This is an optimization exercise on Yosys and OpenROAD, whose aim is small area, a short achievable clock period and few clock cycles per item, not a production implementation.
Function was checked by simulation only, so behaviour that the tests miss may differ from the original.
Power figures rest on the tool's default switching activity, not on a simulated workload.

## design.v

```verilog
package plec_pkg;
  localparam int CAPACITY_DEF   = 64;
  localparam int ENTRY_BITS_DEF = 8;
  localparam int OP_BITS     = 3;
  localparam int INDEX_BITS  = 7;
  localparam int VALUE_BITS  = 8;
  localparam int COUNT_BITS  = 8;
  localparam int STATUS_BITS = 2;
  localparam logic [OP_BITS-1:0] OP_INSERT = 3'd0;
  localparam logic [OP_BITS-1:0] OP_APPEND = 3'd1;
  localparam logic [OP_BITS-1:0] OP_REMOVE = 3'd2;
  localparam logic [OP_BITS-1:0] OP_READ   = 3'd3;
  localparam logic [OP_BITS-1:0] OP_SWAP   = 3'd4;
  localparam logic [STATUS_BITS-1:0] ST_OK    = 2'd0;
  localparam logic [STATUS_BITS-1:0] ST_RANGE = 2'd1;
  localparam logic [STATUS_BITS-1:0] ST_FULL  = 2'd2;
endpackage
module plec_bit (
  input  logic clk_i,
  input  logic sel_q_i,
  input  logic sel_p_i,
  input  logic sel_n_i,
  input  logic sel_x_i,
  input  logic sel_y_i,
  input  logic prev_i,
  input  logic next_i,
  input  logic x_i,
  input  logic y_i,
  output logic q_o
);
  always_ff @(posedge clk_i) begin
    q_o <= (sel_q_i & q_o) | (sel_p_i & prev_i) | (sel_n_i & next_i)
         | (sel_x_i & x_i) | (sel_y_i & y_i);
  end
endmodule
module plec_cell #(
  parameter int W = 8
) (
  input  logic         clk_i,
  input  logic         sel_q_i,
  input  logic         sel_p_i,
  input  logic         sel_n_i,
  input  logic         sel_x_i,
  input  logic         sel_y_i,
  input  logic [W-1:0] prev_i,
  input  logic [W-1:0] next_i,
  input  logic [W-1:0] x_i,
  input  logic [W-1:0] y_i,
  output logic [W-1:0] q_o
);
  for (genvar b = 0; b < W; b++) begin : g_bit
    plec_bit u_bit (
      .clk_i  (clk_i),
      .sel_q_i(sel_q_i),
      .sel_p_i(sel_p_i),
      .sel_n_i(sel_n_i),
      .sel_x_i(sel_x_i),
      .sel_y_i(sel_y_i),
      .prev_i (prev_i[b]),
      .next_i (next_i[b]),
      .x_i    (x_i[b]),
      .y_i    (y_i[b]),
      .q_o    (q_o[b])
    );
  end
endmodule
module plec_mux8 #(
  parameter int N = 8,
  parameter int W = 8
) (
  input  logic [N-1:0]   sel_i,
  input  logic [N*W-1:0] data_i,
  output logic [W-1:0]   val_o
);
  always_comb begin
    val_o = '0;
    for (int i = 0; i < N; i++) begin
      val_o = val_o | ({W{sel_i[i]}} & data_i[i*W +: W]);
    end
  end
endmodule
module plec_rdport #(
  parameter int W     = 8,
  parameter bit EXTRA = 1'b0
) (
  input  logic [7:0]    row_i,
  input  logic [7:0]    col_i,
  input  logic          extra_sel_i,
  input  logic [W-1:0]  extra_i,
  input  logic [64*W-1:0] data_i,
  output logic [W-1:0]  val_o
);
  for (genvar b = 0; b < W; b++) begin : g_bit
    logic [7:0] row_val;
    logic [63:0] bit_data;
    for (genvar i = 0; i < 64; i++) begin : g_data
      assign bit_data[i] = data_i[i*W + b];
    end
    for (genvar r = 0; r < 8; r++) begin : g_row
      plec_mux8 #(.N(8), .W(1)) u_col (
        .sel_i (col_i),
        .data_i(bit_data[r*8 +: 8]),
        .val_o (row_val[r])
      );
    end
    if (EXTRA) begin : g_extra
      plec_mux8 #(.N(9), .W(1)) u_row (
        .sel_i ({extra_sel_i, row_i}),
        .data_i({extra_i[b], row_val}),
        .val_o (val_o[b])
      );
    end else begin : g_plain
      plec_mux8 #(.N(8), .W(1)) u_row (
        .sel_i (row_i),
        .data_i(row_val),
        .val_o (val_o[b])
      );
    end
  end
endmodule
module positional_list_engine_core #(
  parameter int CAPACITY   = plec_pkg::CAPACITY_DEF,
  parameter int ENTRY_BITS = plec_pkg::ENTRY_BITS_DEF
) (
  input  logic                              clk_i,
  input  logic                              rst_ni,
  input  logic                              req_valid_i,
  output logic                              req_ready_o,
  input  logic [plec_pkg::OP_BITS-1:0]      req_op_i,
  input  logic [plec_pkg::INDEX_BITS-1:0]   req_index_i,
  input  logic [plec_pkg::INDEX_BITS-1:0]   req_index_b_i,
  input  logic [plec_pkg::VALUE_BITS-1:0]   req_entry_value_i,
  output logic                              rsp_valid_o,
  input  logic                              rsp_ready_i,
  output logic [plec_pkg::VALUE_BITS-1:0]   rsp_read_value_o,
  output logic [plec_pkg::COUNT_BITS-1:0]   rsp_entry_count_o,
  output logic [plec_pkg::STATUS_BITS-1:0]  rsp_status_o
);
  localparam int W  = ENTRY_BITS;
  localparam int RW = plec_pkg::VALUE_BITS + 7 + plec_pkg::STATUS_BITS;
  logic       rv_q, rdy_q;
  logic       ins_q, app_q, rem_q, rd_q, swp_q;
  logic [7:0] eq_ah_q, gt_ah_q, eq_al_q, gt_al_q, eq_bh_q, eq_bl_q;
  logic       a_in_q, b_in_q;
  logic [W-1:0] wv_q;
  logic [6:0] count_q, count_d;
  logic [7:0] eq_ch, eq_cl;
  logic          v0_q, v1_q;
  logic [RW-1:0] d0_q;
  logic [W+1:0]  d1_q;    
  logic          fire, pop, take, go;
  logic          rv_d, v0_d, v1_d;
  logic [1:0]    cdelta;    
  assign fire        = rv_q & ~v1_q;
  assign pop         = v0_q & rsp_ready_i;
  assign take        = ~(rv_q & v1_q);
  assign req_ready_o = rdy_q;
  logic [6:0] cnt_next;
  logic [7:0] eq_ah_n, gt_ah_n, eq_al_n, gt_al_n, eq_bh_n, eq_bl_n;
  logic       a_lt0, a_lt1, a_ltm, b_lt0, b_lt1, b_ltm;
  always_comb begin
    for (int k = 0; k < 8; k++) begin
      eq_ah_n[k] = ~req_index_i[6] & (req_index_i[5:3] == 3'(k));
      eq_al_n[k] = (req_index_i[2:0] == 3'(k));
      gt_ah_n[k] = ~req_index_i[6] & (3'(k) > req_index_i[5:3]);
      gt_al_n[k] = (3'(k) > req_index_i[2:0]);
      eq_bh_n[k] = ~req_index_b_i[6] & (req_index_b_i[5:3] == 3'(k)) & (req_op_i == plec_pkg::OP_SWAP);
      eq_bl_n[k] = (req_index_b_i[2:0] == 3'(k));
    end
  end
  assign a_lt0 = (req_index_i < count_q);
  assign a_lt1 = (req_index_i <= count_q);
  assign a_ltm = ({1'b0, req_index_i} + 8'd1 < {1'b0, count_q});
  assign b_lt0 = (req_index_b_i < count_q);
  assign b_lt1 = (req_index_b_i <= count_q);
  assign b_ltm = ({1'b0, req_index_b_i} + 8'd1 < {1'b0, count_q});
  always_ff @(posedge clk_i) begin
    if (take) begin
      ins_q   <= (req_op_i == plec_pkg::OP_INSERT);
      app_q   <= (req_op_i == plec_pkg::OP_APPEND);
      rem_q   <= (req_op_i == plec_pkg::OP_REMOVE);
      rd_q    <= (req_op_i == plec_pkg::OP_READ);
      swp_q   <= (req_op_i == plec_pkg::OP_SWAP);
      eq_ah_q <= eq_ah_n;
      eq_al_q <= eq_al_n;
      gt_ah_q <= gt_ah_n;
      gt_al_q <= gt_al_n;
      eq_bh_q <= eq_bh_n;
      eq_bl_q <= eq_bl_n;
      a_in_q  <= cdelta[0] ? a_lt1 : (cdelta[1] ? a_ltm : a_lt0);
      b_in_q  <= cdelta[0] ? b_lt1 : (cdelta[1] ? b_ltm : b_lt0);
      wv_q    <= req_entry_value_i;
    end
  end
  logic spare, full, ok;
  assign spare = ~(ins_q | app_q | rem_q | rd_q | swp_q);
  assign full  = count_q[6];
  assign ok = (ins_q & a_in_q & ~full) | (app_q & ~full) | ((rem_q | rd_q) & a_in_q)
            | (swp_q & a_in_q & b_in_q) | spare;
  assign go = fire & ok;
  logic [1:0] status;
  assign status[0] = ((ins_q | rem_q | rd_q) & ~a_in_q) | (swp_q & ~(a_in_q & b_in_q));
  assign status[1] = (ins_q & a_in_q & full) | (app_q & full);
  assign cdelta[0] = go & (ins_q | app_q);
  assign cdelta[1] = go & rem_q;
  assign count_d   = cdelta[0] ? count_q + 7'd1 : (cdelta[1] ? count_q - 7'd1 : count_q);
  always_comb begin
    for (int k = 0; k < 8; k++) begin
      eq_ch[k] = (count_q[5:3] == 3'(k));
      eq_cl[k] = (count_q[2:0] == 3'(k));
    end
  end
  logic [7:0] r_xa, r_xc, r_y, r_pg, r_pe, r_ng, r_ne;
  logic [7:0] ge_al;
  assign ge_al = gt_al_q | eq_al_q;
  always_comb begin
    for (int r = 0; r < 8; r++) begin
      r_xa[r] = go & (ins_q | swp_q) & eq_ah_q[r];
      r_xc[r] = go & app_q & eq_ch[r];
      r_y[r]  = go & eq_bh_q[r];
      r_pg[r] = go & ins_q & gt_ah_q[r];
      r_pe[r] = go & ins_q & eq_ah_q[r];
      r_ng[r] = go & rem_q & gt_ah_q[r];
      r_ne[r] = go & rem_q & eq_ah_q[r];
    end
  end
  logic [W-1:0] q [CAPACITY];
  logic [CAPACITY*W-1:0] q_flat;
  logic [W-1:0] val_a, x_bus;
  for (genvar i = 0; i < CAPACITY; i++) begin : g_flat
    assign q_flat[i*W +: W] = q[i];
  end
  plec_rdport #(.W(W), .EXTRA(1'b0)) u_rd_a (
    .row_i(eq_ah_q), .col_i(eq_al_q), .extra_sel_i(1'b0), .extra_i('0),
    .data_i(q_flat), .val_o(val_a));
  plec_rdport #(.W(W), .EXTRA(1'b1)) u_rd_b (
    .row_i(eq_bh_q), .col_i(eq_bl_q), .extra_sel_i(~swp_q), .extra_i(wv_q),
    .data_i(q_flat), .val_o(x_bus));
  for (genvar i = 0; i < CAPACITY; i++) begin : g_cell
    localparam int R = i / 8;
    localparam int C = i % 8;
    logic sx, sy, sp, sn;
    assign sx = (r_xa[R] & eq_al_q[C]) | (r_xc[R] & eq_cl[C]);
    assign sy = r_y[R] & eq_bl_q[C];
    assign sp = r_pg[R] | (r_pe[R] & gt_al_q[C]);
    assign sn = r_ng[R] | (r_ne[R] & ge_al[C]);
    plec_cell #(.W(W)) u_cell (
      .clk_i  (clk_i),
      .sel_q_i(~(sx | sy | sp | sn)),
      .sel_p_i(sp),
      .sel_n_i(sn),
      .sel_x_i(sx),
      .sel_y_i(sy),
      .prev_i (q[(i == 0) ? 0 : i-1]),
      .next_i (q[(i == CAPACITY-1) ? i : i+1]),
      .x_i    (x_bus),
      .y_i    (val_a),
      .q_o    (q[i])
    );
  end
  logic [RW-1:0] rsp_new;
  logic [W-1:0]  rd_value;
  assign rd_value = (ok & (rd_q | rem_q)) ? val_a : '0;
  assign rsp_new  = {rd_value, count_d, status};
  assign rv_d = take ? req_valid_i : rv_q;
  assign v0_d = pop ? (v1_q | fire) : (v0_q | fire);
  assign v1_d = pop ? 1'b0 : (v1_q | (v0_q & fire));
  always_ff @(posedge clk_i or negedge rst_ni) begin
    if (!rst_ni) begin
      rv_q    <= 1'b0;
      rdy_q   <= 1'b1;
      v0_q    <= 1'b0;
      v1_q    <= 1'b0;
      count_q <= '0;
    end else begin
      rv_q    <= rv_d;
      rdy_q   <= ~(rv_d & v1_d);
      v0_q    <= v0_d;
      v1_q    <= v1_d;
      count_q <= count_d;
    end
  end
  always_ff @(posedge clk_i) begin
    if (pop ? (v1_q | fire) : (~v0_q & fire)) d0_q <= (pop & v1_q) ? {d1_q[W+1:2], count_q, d1_q[1:0]} : rsp_new;
    if (~pop & v0_q & fire) d1_q <= {rd_value, status};
  end
  assign rsp_valid_o       = v0_q;
  assign rsp_read_value_o  = d0_q[RW-1 -: W];
  assign rsp_entry_count_o = {1'b0, d0_q[8:2]};
  assign rsp_status_o      = d0_q[1:0];
endmodule
```

## run.sh

```bash
#!/bin/bash
# synth_recipe.tcl (not shown) runs the flow's synth.tcl, then flattens the netlist and writes it again
# the make line also repeats each setting of config.mk as NAME=value (left out here)
make -C /OpenROAD-flow-scripts/flow DESIGN_CONFIG=/design/flow/config.mk WORK_HOME=/design/flow/orfs CLKGATE_MAP_FILE= SYNTH_SCRIPT=/design/flow/synth_recipe.tcl finish
```

## config.mk

```make
export PLATFORM = sky130hd
export DESIGN_NAME = positional_list_engine_core
export DESIGN_NICKNAME = positional_list_engine_core
export VERILOG_FILES = /design/flow/design.v
export SDC_FILE = /design/flow/constraint.sdc
export NUM_CORES = 8
export LEC_CHECK = 0
export CAP_MARGIN = 20
export CORE_MARGIN = 2
export CORE_UTILIZATION = 50
export PLACE_DENSITY = 0.65
export SETUP_SLACK_MARGIN = 4.5
export SLEW_MARGIN = 20
export SYNTH_HIERARCHICAL = 1
```

## constraint.sdc

```tcl
create_clock -name core_clock -period 7.5 [get_ports {clk_i}]
set_input_delay 1.5000 -clock core_clock [delete_from_list [all_inputs] [get_ports {clk_i}]]
set_output_delay 1.5000 -clock core_clock [all_outputs]
set_load 0.01 [all_outputs]
```

==> flow_metrics.py, run 1 <==
metrics = {
    "logic_synthesis": {
        "syn_inst": 3898,
        "synth_flop_cell": "dfxtp_1",
        "yosys_register_bits": 613,
        "ys_seq_area_share_pct": 37.06,
        "synth_edf_count": 90,
        "synthTopCellsByArea": "dfxtp_1 (29%), a22oi_1 (22%), a222oi_1 (15%)",
        "synth_top_area_share_pct": 28.71,
        "synth.distinct_cells": 60,
        "synth_area_leader_cell": "dfxtp_1",
        "synth-async-reset-ratio_pct": 1.794,
        "syn_area_sq_mm": 0.03570,
        "synth.avg_cell_area_sq_um": 9.158,
        "yosys_warnings": 11,
    },
    "global_routing": {
        "grt_util_all_layers_pct": 62.29,
        "grt_overflow_total": 5,
        "grt_max_degree": 82,
    },
    "placement": {
        "dp_hpwl_mm": 115.8,
        "portBuffers": 47,
        "dp_cells": 4824,
        "place_ws_ps": 3228,
        "gp_congestion": 1.031,
    },
    "floorplan": {
        "die_y_um": 271.2,
        "io_pins": 49,
        "die_x_um": 271.2,
        "initial_core_util_pct": 50.71,
        "num_rows": 97,
    },
    "clock_tree": {
        "numCtsBuffers": 73,
        "cts_root_buf": "clkbuf_16",
        "htreeDepth": 3,
        "cts.sink_count": 613,
        "cts_max_path_buffers": 3,
        "ctsHoldBuffers": 0,
    },
    "run_status": {
        "outcome": "did not finish",
        "tool.error": "[ERROR GRT-0232] Routing congestion too high. Check the congestion heatmap in the GUI.",
        "haltStage": "5_1_grt",
    },
}
==> repair_timing <==
item	4_1_cts
setup buffers	145
pin swaps	100
gates cloned	34
gates resized for setup	181
endpoints found under the setup margin	542
==> synth_stat cells, drive strengths merged (13+ instances only) <==
cell type / count
a22oi: 1065
nand2: 530
a222oi: 520
dfxtp: 512
a21oi: 207
nor2: 154
nand4: 140
clkbuf: 106
edfxtp: 90
nand3: 87
nor3: 80
a22o: 72
and3: 69
ha: 45
inv: 26
buf: 25
nor4: 23
and2: 18
xnor2: 17
nor2b: 13
==> power groups by stage <==
stage / logic, mW / registers (mW) / clock network (mW)
floorplan: 6.06 / 6.60 / 0
global placement: 11.4 / 7.39 / 0
detailed placement: 11.4 / 7.35 / 0
CTS: 15.6 / 7.30 / 3.86
==> metal layers <==
metal,GRT usage [%],overflow
met1,66.98,0
met2,77.08,2
met3,45.49,0
met4,53.61,0
met5,27.66,3
==> modules after synthesis (local to each module, per instance), a selection <==
| module | cells | times used | flip-flops and latches |
|---|---|---|---|
| plec_bit | 4 | 512 | 1 |
| positional_list_engine_core | 1130 | 1 | 101 |
==> how the worst max path moves through the flow <==
stage          startpoint                              endpoint  slack, ps  depth (start not counted)
2_1_floorplan  eq_al_q[5]                              d0_q[10]       3600                          6
3_3_place_gp   eq_bl_q[1]  g_cell[47].u_cell.g_bit[0].u_bit.q_o       3300                          8
3_5_place_dp   eq_bl_q[1]  g_cell[54].u_cell.g_bit[0].u_bit.q_o       3230                          8
4_1_cts        eq_bl_q[3]  g_cell[21].u_cell.g_bit[7].u_bit.q_o       4360                         14
==> per-stage QoR <==
stage	instance area, sq um	utilization [%]
after global placement	37620	53.45
after detailed placement	37620	53.45
after CTS	43250	61.43
after floorplan	35720	-
==> logic make-up after synthesis <==
family                     count (synthesis)  share of synthesized area, %
buffers and inverters                    157                         1.696
muxes                                     14                        0.4311
adders and majority gates                 45                         1.577
other                                      1                       0.01050
DFF                                      613                         37.06
xor gates and xnor gates                  19                        0.4662
AOI/OAI and AO/OA                       1906                         42.81
and+or+nand+nor                         1143                         15.95
Testbench counts, summed over its fixed seeds: cycles 16,016, items 16,000.
==> run 2, diff against run 1 <==
--- a/config.mk
+++ b/config.mk
@@ -7,8 +7,10 @@
 export LEC_CHECK = 0
 export CAP_MARGIN = 20
 export CORE_MARGIN = 2
-export CORE_UTILIZATION = 50
-export PLACE_DENSITY = 0.65
-export SETUP_SLACK_MARGIN = 4.5
+export CORE_UTILIZATION = 45
+export CTS_CLUSTER_DIAMETER = 80
+export CTS_CLUSTER_SIZE = 25
+export PLACE_DENSITY = 0.55
+export SETUP_SLACK_MARGIN = 4
 export SLEW_MARGIN = 20
 export SYNTH_HIERARCHICAL = 1
==> flow_metrics.py, run 2 <==
metrics = {
    "run_status": {
        "outcome": "complete, no violations",
    },
    "sta": {
        "worst_pin_slew_ps": 1265,
        "timing.final.crit_period_ps": 3642,
        "finalMaxSlewViolations": 0,
        "fin_setup_tns_ps": 0,
        "rsz0062_at_grt": "yes",
        "slew_headroom_pct": 15.67,
        "finalCritPeriodShare_pct": 48.56,
        "hold_viol": 0,
        "fin_ws_ps": 3858,
        "max_freq_mhz": 274.6,
        "fin_worst_skew_ps": 35.63,
        "finalSetupViolCount": 0,
        "whs_ps": 561.0,
    },
    "logic_synthesis": {
        "synth.avg_cell_area_sq_um": 9.158,
        "synth_area_leader_cell": "dfxtp_1",
        "yosys_warnings": 11,
        "syn_area_sq_mm": 0.03570,
        "yosys_register_bits": 613,
        "ys_seq_area_share_pct": 37.06,
        "synth_flop_cell": "dfxtp_1",
        "synthTopCellsByArea": "dfxtp_1 (29%), a22oi_1 (22%), a222oi_1 (15%)",
        "synth_edf_count": 90,
        "synth_top_area_share_pct": 28.71,
        "synthTopCellsByCount": "a22oi_1 (1065), nand2_1 (530), a222oi_1 (520)",
        "synth.most_common_cell": "a22oi_1",
        "synth.distinct_cells": 60,
        "syn_inst": 3898,
        "synth-async-reset-ratio_pct": 1.794,
    },
    "global_routing": {
        "first_global_vias": 42640,
        "antenna_found_initial": 18,
        "grt_max_degree": 82,
        "grt_pass1_wl_mm": 308.7,
        "grt_overflow_total": 0,
        "grt_util_all_layers_pct": 51.13,
    },
    "power_and_ir_drop": {
        "intPower_mw": 9.605,
        "p_clk_share_pct": 10.6,
        "combinationalPowerShare_pct": 58.0,
        "power.total_mw": 24.83,
        "vdd_drop_max_uv": 718.3,
        "p_seq_share_pct": 31.4,
        "p_leak_nw": 15.21,
        "switching_share_pct": 61.32,
        "power.switching_mw": 15.23,
        "power.density_mw_per_mm2": 616.6,
    },
    "layout": {
        "mostFrequentLayoutCell": "a22oi_1",
        "area_delta_synth_final_pct": 12.80,
        "final_util_pct": 51.14,
        "largest_reg_flops": 512,
        "stdcell_area_sq_mm": 0.04027,
        "fin_cells": 5079,
        "top_regs": "g_cell.u_cell.g_bit.u_bit.q_o: 512 flops, d0_q: 17 flops, d1_q: 10 flops",
        "top_register": "g_cell.u_cell.g_bit.u_bit.q_o",
        "fillers": 7230,
        "finalNetCount": 4052,
        "final_cell_mix": "a22oi_1 (1058), nand2_1 (529), a222oi_1 (520)",
        "drive_gt1_share_pct": 8.733,
    },
    "floorplan": {
        "io_pins": 49,
        "die_x_um": 285.7,
        "dieArea_sq_mm": 0.08160,
        "num_rows": 103,
        "initial_core_util_pct": 45.34,
        "fp.coreArea_sq_mm": 0.07874,
        "die_y_um": 285.7,
    },
    "route": {
        "postRouteAntennaNets": 0,
        "wirelength_mm": 218.3,
        "viasPerCell": 8.965,
        "drt_iter0_drc": 11960,
        "routedWlPerCell_um": 42.97,
        "drc_errors": 0,
        "dr.pass1.iters": 17,
        "dr_total_vias": 45530,
    },
    "clock_tree": {
        "htreeDepth": 2,
        "cts_tree": "yes",
        "cts.sink_count": 613,
        "cts_max_path_buffers": 3,
        "cts_root_buf": "clkbuf_16",
        "numCtsBuffers": 39,
        "clock_latency_ps": 680,
        "cts.reportedPaths.clkPinSlew_ps": 90,
    },
    "setup_path": {
        "required_ps": 8040,
        "critPathKind": "flop to flop",
        "worstPathArrival_ps": 4180,
        "path_max_fanout": 44,
        "startpoint_type": "flop",
        "cp-end-kind": "flop",
    },
    "placement": {
        "dp_cells": 4944,
        "gp_congestion": 1.049,
        "place_ws_ps": 3233,
        "dp_hpwl_mm": 131.6,
        "portBuffers": 47,
        "placed_area_sq_mm": 0.03786,
    },
    "hold_path": {
        "hold_path_class": "flop to flop",
    },
    "job": {
        "cap_violations": 0,
    },
}
[run 2: kinds of logic after synthesis]
logic type | count (synthesis) | share of synthesized area, %
multiplexers | 14 | 0.4311
XOR/XNOR | 19 | 0.4662
buffers and inverters | 157 | 1.696
other | 1 | 0.01050
flip-flops | 613 | 37.06
AO/OA/AOI/OAI | 1906 | 42.81
AND/OR/NAND/NOR | 1143 | 15.95
adder cells (fa/ha/maj) | 45 | 1.577
[run 2: per-module statistics from Yosys (local to each module, per instance), excerpt]
module	cells	times used	cell area (sq um)
plec_bit	4	512	41.29
positional_list_engine_core	1130	1	9253
[run 2: power by group through the flow]
| stage | Clock (mW) | Combinational (mW) | Sequential [mW] |
|---|---|---|---|
| final | 2.63 | 14.4 | 7.80 |
| after global routing | 2.71 | 14.1 | 7.75 |
| after CTS | 2.60 | 12.7 | 7.49 |
| after detailed placement | 0 | 12.2 | 7.56 |
| after global placement | 0 | 12.0 | 7.55 |
| after floorplan | 0 | 6.06 | 6.60 |
[run 2: timing repair]
action | CTS | global route
pin swaps | 20 | 19
endpoints found under the setup margin | 511 | 517
buffers inserted | 20 | 17
hold buffers | 0 | 0
gates cloned | 4 | 0
resized for setup | 37 | 58
[run 2: worst paths after layout]
| path | startpoint | end | slack (ps) | cells after the start |
|---|---|---|---|---|
| min in group asynchronous | rst_ni | v0_q | 1220 | 1 |
| max in group asynchronous | rst_ni | count_q[1] | 5860 | 1 |
| worst min register to register | d1_q[5] | d0_q[12] | 560 | 1 |
| worst min-delay path | d1_q[5] | d0_q[12] | 560 | 1 |
| worst max register to register | eq_bl_q[4] | g_cell[26].u_cell.g_bit[1].u_bit.q_o | 3860 | 9 |
| worst max-delay path | eq_bl_q[4] | g_cell[26].u_cell.g_bit[1].u_bit.q_o | 3860 | 9 |
[run 2: area by class of cell]
type	count	area [sq um]	share of cell area, %
Timing Repair Buffer	165	1760	4.372
Clock buffer	44	1057	2.626
Tap cell	1050	1314	3.262
Inverter	26	97.59	0.2424
Sequential cell	613	13230	32.85
Multi-Input combinational cell	3133	22420	55.68
Antenna cell	21	52.55	0.1305
Clock inverter	27	335.3	0.8327
[run 2: worst max-delay path: stages (launching register included)]
cell and delay, ps:
edfxtp_1 470, buf_4 370, a22oi_1 290, nand4_1 540, a222oi_1 530, buf_4 200, nand3_4 170, buf_12 330
a222oi_1 380, nand2_1 100
[run 2: layer usage]
layer | track usage [%] | wire, um
met1 | 60.32 | 73180
met2 | 69.67 | 85390
met3 | 26.47 | 38140
met4 | 38.65 | 21320
met5 | 2.500 | 217

-- what the ideal ports hide --
Ports are ideal in the flow. The routed layout listed here was re-timed in OpenROAD.
Step 1: set_driving_cell puts a clkbuf_16 on clk_i and a buf_2 on each other input, an assumption about the parent block.
Step 2 also shifts input and output timing later by t, the mid clock arrival at the registers, as if the neighbouring blocks saw the same clock.
Slacks: ideal ports / drivers / drivers and shift; pairs: ideal ports / drivers.
run: run 2
t, ns: 0.727
setup slack, ns: 3.858 / 3.858 / 3.541
worst hold slack (ns): 0.561 / 0.561 / 0.561
worst setup path at the end: input to register
clock arrival spread, ns: 0.036 / 0.036
After both steps setup and hold are still met in run 2. For run 2, drivers alone change the setup slack by 0.000 ns; drivers and shift together by -0.317 ns.
